Context: an optimization exercise on an open-source flow, tuned for small area, a short achievable clock period and few clock cycles per item. The choices shown serve that exercise and are no tape-out recipe. The RTL was checked by simulation tests, not by an equivalence proof against the original design. No activity file was given, so power comes from the tool's default toggle rates.

==> flow/design.v (excerpt) <==
module depth_to_point_cloud #(
  parameter int MAX_COLS = d2pc_pkg::DEFAULT_MAX_COLS,
  parameter int MAX_ROWS = d2pc_pkg::DEFAULT_MAX_ROWS
) (
  input  logic                                clk,
  input  logic                                rst,
  input  logic                                in_valid,
  output logic                                in_stall,
  input  logic [d2pc_pkg::DEPTH_W-1:0]        depth_value,
  input  logic [d2pc_pkg::COLOR_W-1:0]        red_or_grey,
  input  logic [d2pc_pkg::COLOR_W-1:0]        green_byte,
  input  logic [d2pc_pkg::COLOR_W-1:0]        blue_byte,
  output logic                                out_valid,
  input  logic                                out_stall,
  output logic signed [d2pc_pkg::COORD_W-1:0] point_x,
  output logic signed [d2pc_pkg::COORD_W-1:0] point_y,
  output logic [d2pc_pkg::DEPTH_W-1:0]        point_z,
  output logic                                point_valid,
  output logic [d2pc_pkg::COLOR_W-1:0]        out_red,
  output logic [d2pc_pkg::COLOR_W-1:0]        out_green,
  output logic [d2pc_pkg::COLOR_W-1:0]        out_blue,
  output logic                                frame_end,
  output logic                                frame_dense,
  input  logic                                cfg_valid,
  output logic                                cfg_ready,
  input  logic [d2pc_pkg::CFG_IDX_W-1:0]      cfg_index,
  input  logic [d2pc_pkg::CFG_DATA_W-1:0]     cfg_data
);
Size in the first run: ~600 flip-flops, about 180 I/O pins.
==> flow/config.mk <==
export PLATFORM = sky130hd
export DESIGN_NAME = depth_to_point_cloud
export DESIGN_NICKNAME = depth_to_point_cloud
export VERILOG_FILES = /design/flow/design.v
export SDC_FILE = /design/flow/constraint.sdc
export NUM_CORES = 4
export LEC_CHECK = 0
export CAP_MARGIN = 20
export CORE_MARGIN = 2
export CORE_UTILIZATION = 65
export PLACE_DENSITY = 0.8
export SETUP_SLACK_MARGIN = 4.5
export SLEW_MARGIN = 20
==> flow/constraint.sdc <==
create_clock -name core_clock -period 9.0 [get_ports {clk}]
set_input_delay 1.8000 -clock core_clock [delete_from_list [all_inputs] [get_ports {clk}]]
set_output_delay 1.8000 -clock core_clock [all_outputs]
set_load 0.01 [all_outputs]
run.sh (not shown) runs the stock make flow with config.mk's settings and CLKGATE_MAP_FILE= SYNTH_SCRIPT=/design/flow/synth_recipe.tcl, a recipe that flattens the netlist after the stock synthesis.
The baseline ran to the end with no violations.
Testbench counts at the start, summed over its fixed seeds: cycles 24,696, items 24,576.
==> next run, changes <==
==> flow/flow/run.sh (new file) <==
#!/bin/bash
# Standard layout, with the port buffers inserted at placement made from the platform's
# plain buffer instead of the delay buffer the resizer would otherwise pick.
set -euo pipefail
bash standard.sh BUFFER_PORTS_ARGS="-buffer_cell sky130_fd_sc_hd__buf_2" finish > standard_flow.log 2>&1
==> flow/standard.sh (new file) <==
#!/bin/bash
# synth_recipe.tcl (not shown) runs the flow's synth.tcl, then flattens the netlist and writes it again
# the make line also repeats each setting of config.mk as NAME=value (left out here)
make -C /OpenROAD-flow-scripts/flow DESIGN_CONFIG=/design/flow/config.mk WORK_HOME=/design/flow/orfs CLKGATE_MAP_FILE= SYNTH_SCRIPT=/design/flow/synth_recipe.tcl "${@:-finish}"
--- a/flow/config.mk
+++ b/flow/config.mk
@@ -10,2 +10,3 @@
 export CORE_UTILIZATION = 65
+export CTS_BUF_LIST = sky130_fd_sc_hd__clkbuf_4 sky130_fd_sc_hd__clkbuf_8
 export PLACE_DENSITY = 0.8
removed: flow/run.sh
After rerunning: Count of clock-buffer cells in the layout went up by 56. Register-to-register slack loses 130 ps. Final cell count went up slightly. Worst setup slack loses 130 ps. Cell area went down slightly. Total power hardly moves. Sequential power stays flat. Wire length went down slightly. Fmax went down by a few percent. Sequential share of layout area went up by 0.26 points.

Setup of rev 12:
Another version of the RTL of depth_to_point_cloud (not shown whole).
Size in the first run: about 7100 cells after synthesis, ~180 I/O pins, roughly 68000 um2 of cells after synthesis.
==> flow/config.mk <==
export PLATFORM = sky130hd
export DESIGN_NAME = depth_to_point_cloud
export DESIGN_NICKNAME = depth_to_point_cloud
export VERILOG_FILES = /design/flow/design.v
export SDC_FILE = /design/flow/constraint.sdc
export NUM_CORES = 4
export LEC_CHECK = 0
export CAP_MARGIN = 20
export CORE_MARGIN = 2
export CORE_UTILIZATION = 45
export PLACE_DENSITY = 0.6
export SLEW_MARGIN = 20
==> flow/constraint.sdc <==
create_clock -name core_clock -period 9.0 [get_ports {clk}]
set_input_delay 1.8000 -clock core_clock [delete_from_list [all_inputs] [get_ports {clk}]]
set_output_delay 1.8000 -clock core_clock [all_outputs]
set_load 0.01 [all_outputs]
Stock flow here: none of the scripts above is used.
In summary, rev 12 completed successfully, with a layout that passed the timing, DRC and antenna checks.
Testbench counts of rev 12, summed over its fixed seeds: cycles 24,696, items 24,576.
--- input diff rev 12..rev 13 ---
# rev 12
export LEC_CHECK = 0
export CAP_MARGIN = 20
export CORE_MARGIN = 2
export CORE_UTILIZATION = 45
export PLACE_DENSITY = 0.6
export SLEW_MARGIN = 20
create_clock -name core_clock -period 9.0 [get_ports {clk}]
# rev 13
export LEC_CHECK = 0
export ABC_CLOCK_PERIOD_IN_PS = 4500
export CAP_MARGIN = 20
export CORE_MARGIN = 2
export CORE_UTILIZATION = 45
export PLACE_DENSITY = 0.6
export SETUP_SLACK_MARGIN = 4.5
export SLEW_MARGIN = 20
create_clock -name core_clock -period 9.0 [get_ports {clk}]
[summary]
- Post-route minimum period: rev 13 better than rev 12
- Clock-buffer cell count in rev 13 is 3 higher than in rev 12
- Highest cell delay on the worst timing path: rev 13 vs rev 12 down 90 ps
- Against rev 12 as the reference, rev 13 delivers a higher violation count after the first detailed-routing iteration.
- Sequential fraction of total cell area sits lower in rev 13 than in rev 12.
- Across both runs, number of resized instances in the post-cts repair step was higher for rev 13 than for rev 12.

static timing again, ports no longer ideal:
No port has a modelled driver above. Below, the same layouts with a new extraction and two added sets of constraints.
Step 1 sets driving cells, clkbuf_16 on the clock port and buf_2 on the other inputs (assumed; they add their load-dependent delay and slew).
Step 2 also shifts input and output timing later by t, the mid clock arrival at the registers, as if the neighbouring blocks saw the same clock.
a / b / c = ideal ports / drivers / drivers and shift; a / b = the first two.
| run | shift t [ns] | slack for setup (ns) | worst setup path at the end | worst data-port slew with drivers (ns) |
|---|---|---|---|---|
| the first run of note 1 | 0.752 | 4.463 / 4.463 / 4.001 | input to register | 0.07 |
| the second run of note 1 | 0.865 | 4.335 / 4.335 / 3.993 | input to register | 0.06 |
| rev 12 | 0.775 | 3.134 / 3.134 / 3.134 | register to register | 0.07 |
| rev 13 | 0.792 | 4.618 / 4.618 / 3.974 | input to register | 0.05 |
After both steps every run listed still meets setup and hold. For rev 13, which loses most, drivers alone change the setup slack by 0.000 ns; drivers and shift together by -0.644 ns.
